Background: an optimization exercise with open tools, aiming at small area. Do not read the settings as production practice.
Only simulation tests tie the RTL to the original design; equivalence was not proved.
Power figures rest on the tool's default switching activity, not on a simulated workload.

File: flow/run.sh
#!/bin/bash
# synth_recipe.tcl (not shown) runs the flow's synth.tcl, then flattens the netlist and writes it again
# the make line also repeats each setting of config.mk as NAME=value (left out here)
make -C /OpenROAD-flow-scripts/flow DESIGN_CONFIG=/design/flow/config.mk WORK_HOME=/design/flow/orfs CLKGATE_MAP_FILE= SYNTH_SCRIPT=/design/flow/synth_recipe.tcl finish
File: flow/config.mk
export PLATFORM = sky130hd
export DESIGN_NAME = systolic_sequencer
export DESIGN_NICKNAME = systolic_sequencer
export VERILOG_FILES = /design/flow/design.v
export SDC_FILE = /design/flow/constraint.sdc
export NUM_CORES = 4
export LEC_CHECK = 0
export CAP_MARGIN = 20
export CORE_MARGIN = 2
export CORE_UTILIZATION = 40
export PLACE_DENSITY = 0.6
export SLEW_MARGIN = 20
File: flow/constraint.sdc
create_clock -name core_clock -period 5.0 [get_ports {clk}]
set_input_delay 1.0000 -clock core_clock [delete_from_list [all_inputs] [get_ports {clk}]]
set_output_delay 1.0000 -clock core_clock [all_outputs]
set_load 0.01 [all_outputs]
File: flow/design.v
module systolic_sequencer #(
    parameter int DATAWIDTH = 16,
    parameter int N_SIZE    = 5,
    parameter int TIMEOUT   = 64
) (
    input  logic                            clk,
    input  logic                            rst_n,
    input  logic                            load_valid,
    output logic                            load_ready,
    input  logic                            load_sel,
    input  logic [$clog2(N_SIZE)-1:0]       load_row,
    input  logic [N_SIZE*DATAWIDTH-1:0]     load_data,
    input  logic                            start,
    output logic                            busy,
    output logic                            done,
    output logic                            err,
    output logic                            sa_clr_n,
    output logic                            sa_valid_in,
    output logic [N_SIZE*DATAWIDTH-1:0]     sa_a_out,
    output logic [N_SIZE*DATAWIDTH-1:0]     sa_b_out,
    input  logic                            sa_valid_out,
    input  logic [N_SIZE*2*DATAWIDTH-1:0]   sa_c_in,
    output logic                            res_valid,
    input  logic                            res_ready,
    output logic [$clog2(N_SIZE)-1:0]       res_row,
    output logic [N_SIZE*2*DATAWIDTH-1:0]   res_data
);
    localparam int N  = N_SIZE;
    localparam int RW = $clog2(N_SIZE);
    localparam int DW = DATAWIDTH;
    localparam int W  = N_SIZE * DATAWIDTH;
    logic          s_clr, s_feed, s_wait, s_drain;
    logic          idle;
    logic [RW-1:0] cnt;
    logic [N-1:0]  a_mask, b_mask;
    logic [N*W-1:0] pa, pb;    
    logic [W-1:0]  wd_a, wd_b;
    logic [N-1:0]  we_a, we_b, csel;
    logic          ld, last, beat;
    logic [5:0] wd;
    logic       tmo;
    assign idle = ~(s_clr | s_feed | s_wait | s_drain);
    assign ld   = idle & load_valid;
    assign last = cnt == RW'(N - 1);
    assign beat = s_wait & sa_valid_out;
    always_comb begin
        for (int j = 0; j < N; j++) begin
            csel[j] = cnt == RW'(j);
            we_a[j] = (ld & ~load_sel & load_row == RW'(j)) | (beat & csel[j]);
            we_b[j] = (ld &  load_sel & load_row == RW'(j)) | (beat & csel[j]);
        end
        wd_a = s_wait ? sa_c_in[W-1:0] : load_data;
        wd_b = s_wait ? sa_c_in[2*W-1:W] : load_data;
    end
    always_ff @(posedge clk) begin
        for (int j = 0; j < N; j++) begin
            if (we_a[j]) pa[j*W +: W] <= wd_a;
            if (we_b[j]) pb[j*W +: W] <= wd_b;
        end
    end
    always_comb begin
        logic [W-1:0] mb;
        sa_a_out = '0;
        mb = '0;
        res_data = '0;
        for (int k = 0; k < N; k++) begin
            for (int i = 0; i < N; i++)
                sa_a_out[i*DW +: DW] = sa_a_out[i*DW +: DW] |
                    ({DW{s_feed & csel[k]}} & pa[i*W + k*DW +: DW]);
            mb = mb | ({W{csel[k]}} & pb[k*W +: W]);
            res_data[W-1:0] = res_data[W-1:0] | ({W{s_drain & csel[k]}} & pa[k*W +: W]);
        end
        sa_b_out = mb & {W{s_feed}};
        res_data[2*W-1:W] = mb & {W{s_drain}};
    end
    assign busy        = ~idle;
    assign load_ready  = idle;
    assign sa_clr_n    = ~s_clr;
    assign sa_valid_in = s_feed;
    assign res_valid   = s_drain;
    assign res_row     = s_drain ? cnt : '0;
    assign tmo = s_wait & ~sa_valid_out & wd == 6'd63;
    always_ff @(posedge clk or negedge rst_n) begin
        if (!rst_n) begin
            s_clr   <= 1'b0;
            s_feed  <= 1'b0;
            s_wait  <= 1'b0;
            s_drain <= 1'b0;
            cnt     <= '0;
            a_mask  <= '0;
            b_mask  <= '0;
            done    <= 1'b0;
            err     <= 1'b0;
            wd      <= '0;
        end else begin
            done  <= s_drain & res_ready & last;
            err   <= tmo;
            wd    <= (s_wait & ~sa_valid_out) ? wd + 6'd1 : 6'd0;
            s_clr <= idle & start & (&a_mask) & (&b_mask);
            if (s_clr) s_feed <= 1'b1;
            else if (s_feed & last) s_feed <= 1'b0;
            if (s_feed & last) s_wait <= 1'b1;
            else if (beat & last) s_wait <= 1'b0;
            else if (tmo) s_wait <= 1'b0;
            if (beat & last) s_drain <= 1'b1;
            else if (s_drain & res_ready & last) s_drain <= 1'b0;
            if ((s_feed | beat | (s_drain & res_ready)) & ~last) cnt <= cnt + RW'(1);
            else if (s_feed | beat | (s_drain & res_ready)) cnt <= '0;
            else if (tmo) cnt <= '0;
            if ((s_drain & res_ready & last)
                | tmo
               ) begin
                a_mask <= '0;
                b_mask <= '0;
            end else if (ld) begin
                for (int j = 0; j < N; j++) begin
                    if (~load_sel & load_row == RW'(j)) a_mask[j] <= 1'b1;
                    if ( load_sel & load_row == RW'(j)) b_mask[j] <= 1'b1;
                end
            end
        end
    end
endmodule
==> out/qor.csv, run 1 <==
metric;value;unit
num_vias;26500;
wirelength;131000;um
yosysWarnings;1;
avgSynthCellArea;13.8;um2
start_kind;flop;
final_area;0.0460;mm2
layout.nets;3358;
worst-slew-pin-transition;1150;ps
core-area;0.0888;mm2
end_kind;output pin;
insertion_delay;650;ps
dp.cells;4177;
drive_gt1_frac;0.0754;
max_slew_margin;0.235;
firstDrtPassIters;6;
antenna_found_initial;7;
finalCriticalPeriod;4790;ps
fin_util;0.518;
via_per_inst;6.11;
die_area;0.0924;mm2
ys.flop_type;edfxtp_1;
async_flop_share;0.0303;
syn-instance-count;2599;
layout_common_cells;800 x edfxtp_1, 578 x clkdlybuf4s50_1, 359 x nand2_1;
root_buffer;clkbuf_16;
cts_setup_buffers;0;
numPortBuffers;579;
grt_max_degree;124;
outcome;no timing/DRC/antenna violations;
synth_edf_count;800;
cts_max_path_buffers;3;
yosysSeqAreaShare;0.685;
setup-violations-final;0;
fin_cells;4341;
finalHoldWorstSlack;346;ps
setup.worst_path.class;reg2out;
synth.distinct_cells;57;
cp.required;4000;ps
fmax;209;MHz
clk_pin_slew;60;ps
gp_congestion;0.898;
area_growth;27.8;%
fin_crit_sh;0.959;
syn_nets;2855;
grt_use_total;0.273;
grt_pass1_vias;25600;
power_leakage;15.0;nW
overflow;0;
ys_ff_latch;825;
io_pins;580;
numClockSinks;825;
rsz0062_at_grt;no;
numCtsBuffers;88;
drv_cap;0;
worstPathArrival;3790;ps
vdd_drop_max;0.000425;V
die_w;304;um
post-place-ws;831;ps
synth_area_leaders;edfxtp_1 67%, nand2_1 3.8%, a222oi_1 3.1%;
final_common_cell;edfxtp_1;
die_h;304;um
finalHoldViolCount;0;
yosysTopAreaCellShare;0.668;
wire_per_inst;30.2;um
grt_first_pass_wirelength;184000;um
power_density;480;mW/mm2
row_count;109;
fin_ws;205;ps
route.detailed.drc;0;
worstPathMaxFanout;26;
final-max-slew-violation-count;0;
drt_iter0_drc;3841;
cts_tree;built;
hp-class;in2async;
synth_area_leader_cell;edfxtp_1;
dp_hpwl;88300;um
fin_skew;16.9;ps
cts_hold_buf;0;
placed_cell_area;0.0431;mm2
synth_area;0.0360;mm2
drtAntennaViolNets;0;
htreeDepth;3;
start_util;0.405;
-- per-stage QoR --
step	setup TNS, ps	power, W
2_1_floorplan	-259590	0.0123
3_3_place_gp	0	0.0156
3_5_place_dp	0	0.0156
4_1_cts	0	0.0221
5_1_grt	0	0.0228
6_report	0	0.0221
-- metal layers --
metal  vias up  global-route usage  share of wire
li1      11300                   -              -
met1     13300               0.346           0.37
met2      1606               0.459           0.49
met3       238              0.0617           0.10
met4         6               0.101          0.038
met5         -                   0        0.00031
-- critical path, cell delays in order (launching register included) --
cell	delay, ps
dfrtp_1	430
inv_1	250
ha_4	430
and2_2	430
buf_12	250
a22oi_1	90
o22ai_1	580
clkdlybuf4s50_1	680
-- state kept, by name (all words and copies together) (netlist names) --
register	cells
done	1
s_drain	1
cnt	3
pb	400
s_wait	1
s_clr	1
pa	400
s_feed	1
a_mask	5
wd	6
b_mask	5
err	1
-- layout make-up --
type | instances | area (um2)
multi-input combinational | 1535 | 10400
fill | 7461 | 42800
tap | 1165 | 1460
timing repair buffer | 644 | 6560
inverter | 8 | 30.0
clock inverter | 57 | 581
clock buffer | 102 | 2300
sequential | 825 | 24700
antenna | 5 | 12.5
-- power breakdown --
part	internal (W)	total, W	switching (W)
Combinational	0.00295	0.00757	0.00462
Sequential	0.00778	0.00799	0.000208
Clock	0.00381	0.00652	0.00270
-- Yosys cell counts (all sizes together) (6+ instances only) --
master,instances
a221o,69
dfrtp,25
a21o,8
nor3,10
a22o,99
nand2b,95
a221oi,7
nand3,7
nor2,57
o221ai,6
mux2i,77
inv,6
edfxtp,800
o21ai,102
o21a,16
nand2,361
a32oi,99
buf,116
ha,6
a22oi,88
clkbuf,115
and2,168
o22ai,67
a31o,11
a21oi,25
nand4,9
a222oi,113
-- cells by family after synthesis --
kind of cell               Yosys count  share of synthesized area
buffers and inverters              239                     0.0318
muxes                               79                     0.0220
adders and majority gates            6                    0.00209
DFF                                825                      0.685
AOI/OAI and AO/OA                  720                      0.160
and+or+nand+nor                    727                     0.0979
xor gates and xnor gates             3                   0.000730
-- path summary, 6_finish.rpt --
check	depth (start not counted)	startpoint	endpoint	slack, ps
worst max-delay path	7	cnt[0]$_DFFE_PN0P_	res_data[22]	210
worst min-delay path	1	rst_n	a_mask[2]$_DFFE_PN0P_	350
worst max register to register	6	s_drain$_DFFE_PN0P_	pa[128]$_DFFE_PP_	1360
worst min register to register	1	wd[0]$_DFF_PN0_	wd[0]$_DFF_PN0_	490
max in group asynchronous	2	rst_n	a_mask[3]$_DFFE_PN0P_	4160
min in group core_clock	1	wd[0]$_DFF_PN0_	wd[0]$_DFF_PN0_	490
-- repair_timing --
item | 4_1_cts | 5_1_grt
hold endpoints to repair | 0 | 0
setup endpoints to repair | 0 | 1
resized for setup | 0 | 1
==> inputs of run 2 (changes only) <==
==> flow/flow/run.sh (new file) <==
#!/bin/bash
# Standard layout with smaller port buffers and clock-tree buffers.
set -e
cp standard.sh flow_standard_sh.txt
cat config.mk > flow_config_before.txt
cat >> config.mk <<'EOC'
export BUFFER_PORTS_ARGS = -buffer_cell sky130_fd_sc_hd__buf_1
EOC
bash standard.sh > standard.log 2>&1
==> flow/standard.sh (new file) <==
#!/bin/bash
# synth_recipe.tcl (not shown) runs the flow's synth.tcl, then flattens the netlist and writes it again
# the make line also repeats each setting of config.mk as NAME=value (left out here)
make -C /OpenROAD-flow-scripts/flow DESIGN_CONFIG=/design/flow/config.mk WORK_HOME=/design/flow/orfs CLKGATE_MAP_FILE= SYNTH_SCRIPT=/design/flow/synth_recipe.tcl "${@:-finish}"
--- a/flow/config.mk
+++ b/flow/config.mk
@@ -8,5 +8,7 @@
 export CAP_MARGIN = 20
 export CORE_MARGIN = 2
 export CORE_UTILIZATION = 40
+export CTS_BUF_LIST = sky130_fd_sc_hd__clkbuf_4
 export PLACE_DENSITY = 0.6
 export SLEW_MARGIN = 20
+export BUFFER_PORTS_ARGS = -buffer_cell sky130_fd_sc_hd__buf_1
removed: flow/run.sh
==> out/qor.csv, run 2 <==
metric;value;unit
wire_per_inst;28.4;um
r2r_start;cnt[2]$_DFFE_PN0P_;
numCtsBuffers;207;
fin_crit_sh;0.965;
layout_common_cells;800 x edfxtp_1, 578 x buf_1, 359 x nand2_1;
yosysWarnings;1;
synth_common_cells;800 x edfxtp_1, 360 x nand2_1, 168 x and2_1, 114 x clkbuf_1, 113 x a222oi_1;
vdd_drop_max;0.000695;V
layout.nets;3471;
ys.flop_type;edfxtp_1;
synth_area_leaders;edfxtp_1 67%, nand2_1 3.8%, a222oi_1 3.1%;
overflow;0;
avgSynthCellArea;13.8;um2
htreeDepth;4;
insertion_delay;1060;ps
start_kind;flop;
async_flop_share;0.0303;
yosysTopAreaCellShare;0.668;
fin_util;0.473;
numPortBuffers;579;
antenna_found_initial;1;
ys_ff_latch;825;
area_growth;16.8;%
route.detailed.drc;0;
synth_area;0.0360;mm2
finalCriticalPeriod;4830;ps
dp.cells;4170;
drt_iter0_drc;3189;
synth_edf_count;800;
io_pins;580;
syn-instance-count;2599;
grt_pass1_vias;26400;
final_common_cell;edfxtp_1;
outcome;no timing/DRC/antenna violations;
grt_first_pass_wirelength;181000;um
drv_cap;0;
setup.worst_path.class;reg2out;
syn_nets;2855;
r2r_slack;1190;ps
die_area;0.0924;mm2
power_density;485;mW/mm2
whs_path_depth;3;
end_kind;output pin;
reg2regPathDepth;4;
worst-slew-pin-transition;1160;ps
firstDrtPassIters;9;
die_w;304;um
critPathSlowestCell;dfrtp_4;
startpoint;s_feed$_DFFE_PN0P_;
start_util;0.405;
wirelength;129000;um
synth_area_leader_cell;edfxtp_1;
rr_endpoint;pa[353]$_DFFE_PP_;
fin_cells;4541;
die_h;304;um
yosysMostFrequentCell;edfxtp_1;
via_per_inst;5.97;
cp.required;4000;ps
rsz0062_at_grt;yes;
numClockSinks;825;
worstPathArrival;3830;ps
cts_tree;built;
top_regs;pa: 400 flops, pb: 400 flops, wd: 6 flops;
gp_congestion;0.886;
endpoint;sa_a_out[54];
hp-class;in2reg;
setup-violations-final;0;
yosysSeqAreaShare;0.685;
dp_hpwl;85000;um
max_slew_margin;0.228;
drive_gt1_frac;0.128;
row_count;109;
power_leakage;13.7;nW
fmax;207;MHz
worstPathMaxFanout;64;
clk_pin_slew;60;ps
grt_use_total;0.269;
final-max-slew-violation-count;0;
root_buffer;clkbuf_4;
synth.distinct_cells;57;
max_stage_delay;970;ps
core-area;0.0888;mm2
fin_skew;77.8;ps
drtAntennaViolNets;0;
cts_max_path_buffers;3;
grt_max_degree;178;
num_vias;27100;
worstPathCellList;nor2b_2 > and2_1 > a221o_1 > buf_1;
finalHoldViolCount;0;
fillers;7975;
[run 2: kinds of logic (layout without fill, tap and decap cells)]
| group | after synthesis | count (layout) | synth area share |
|---|---|---|---|
| DFF | 825 | 825 | 0.685 |
| and+or+nand+nor | 727 | 727 | 0.0979 |
| AOI/OAI and AO/OA | 720 | 720 | 0.160 |
| buffers and inverters | 239 | 1015 | 0.0318 |
| muxes | 79 | 79 | 0.0220 |
| adders and majority gates | 6 | 6 | 0.00209 |
| xor gates and xnor gates | 3 | 3 | 0.000730 |
| other | 0 | 1 | 0 |
[run 2: final cells by class]
cell class	instances	area [um2]	area share
sequential	825	24700	0.587
multi-input combinational	1535	10400	0.247
timing repair buffer	638	2820	0.0671
clock buffer	300	2250	0.0536
tap	1165	1460	0.0347
clock inverter	69	400	0.00953
inverter	8	30.0	0.000715
antenna	1	2.50	0.0000596
[run 2: through the flow]
| stage | hold WS (ps) | setup WS [ps] | total power (W) | area, um2 | setup TNS (ps) |
|---|---|---|---|---|---|
| 2_1_floorplan | 433 | -1210 | 0.0123 | 36000 | -259590 |
| 3_3_place_gp | 453 | 1230 | 0.0147 | 39300 | 0 |
| 3_5_place_dp | 466 | 1160 | 0.0148 | 39300 | 0 |
| 4_1_cts | 162 | 5.14 | 0.0205 | 42000 | 0 |
| 5_1_grt | 215 | -8.43 | 0.0213 | 42000 | -19.1 |
| 6_report | 273 | 173 | 0.0204 | 42000 | 0 |
[run 2: routing by layer]
| metal | vias up | track usage | routed length, um |
|---|---|---|---|
| met5 | - | 0 | 0 |
| met4 | 0 | 0.124 | 5630 |
| met3 | 239 | 0.0887 | 14000 |
| met2 | 1601 | 0.432 | 61300 |
| met1 | 13600 | 0.329 | 48200 |
| li1 | 11700 | - | - |
[run 2: repair_timing]
action                                 CTS  global route
setup endpoints to repair                0             5
resized for setup                        0             2
hold buffers                             1             0
setup buffers                            0             0
endpoints found under the hold margin   25             0
[run 2: critical path: cells and delay by family, from the launching register on]
| kind | cells | cell delay (ps) |
|---|---|---|
| buffers and inverters | 1 | 300 |
| flip-flops | 1 | 970 |
| AO/OA/AOI/OAI | 1 | 330 |
| AND/OR/NAND/NOR | 2 | 1190 |
[run 2: how the worst min path moves through the flow]
stage,slack [ps],start,endpoint
floorplan,430,wd[0]$_DFF_PN0_,wd[0]$_DFF_PN0_
global placement,450,wd[0]$_DFF_PN0_,wd[0]$_DFF_PN0_
detailed placement,470,wd[0]$_DFF_PN0_,wd[0]$_DFF_PN0_
CTS,160,start,s_clr$_DFF_PN0_
global route,220,start,s_clr$_DFF_PN0_
finish,270,start,s_clr$_DFF_PN0_
[run 2: power breakdown]
part           switching (W)  total [W]  internal, W
Sequential          0.000203    0.00798      0.00778
Combinational        0.00464    0.00674      0.00210
Clock                0.00275    0.00567      0.00292
Total                0.00760     0.0204       0.0128

port drivers added, routing unchanged:
The results above use ideal ports. As a check the final layouts listed here were re-extracted and re-timed, cells and wires unchanged. Step 1 (the two cells are an assumption about what drives the block):
set clk [get_ports {clk}]
set_driving_cell -lib_cell sky130_fd_sc_hd__clkbuf_16 $clk
set_driving_cell -lib_cell sky130_fd_sc_hd__buf_2 [delete_from_list [all_inputs] $clk]
Step 2 also shifts input and output timing later by t, the mid clock arrival at the registers, as if the neighbouring blocks saw the same clock. Slacks: ideal / step 1 / step 2; pairs: ideal / step 1.
run	t, ns	slack for setup (ns)	worst hold slack (ns)	worst setup path after step 2
run 1	0.709	0.205 / 0.137 / 0.846	0.346 / 0.301 / 0.491	register to output
run 2	1.076	0.173 / 0.111 / 1.187	0.273 / 0.242 / 0.475	register to output
After both steps setup and hold are still met in every run listed.
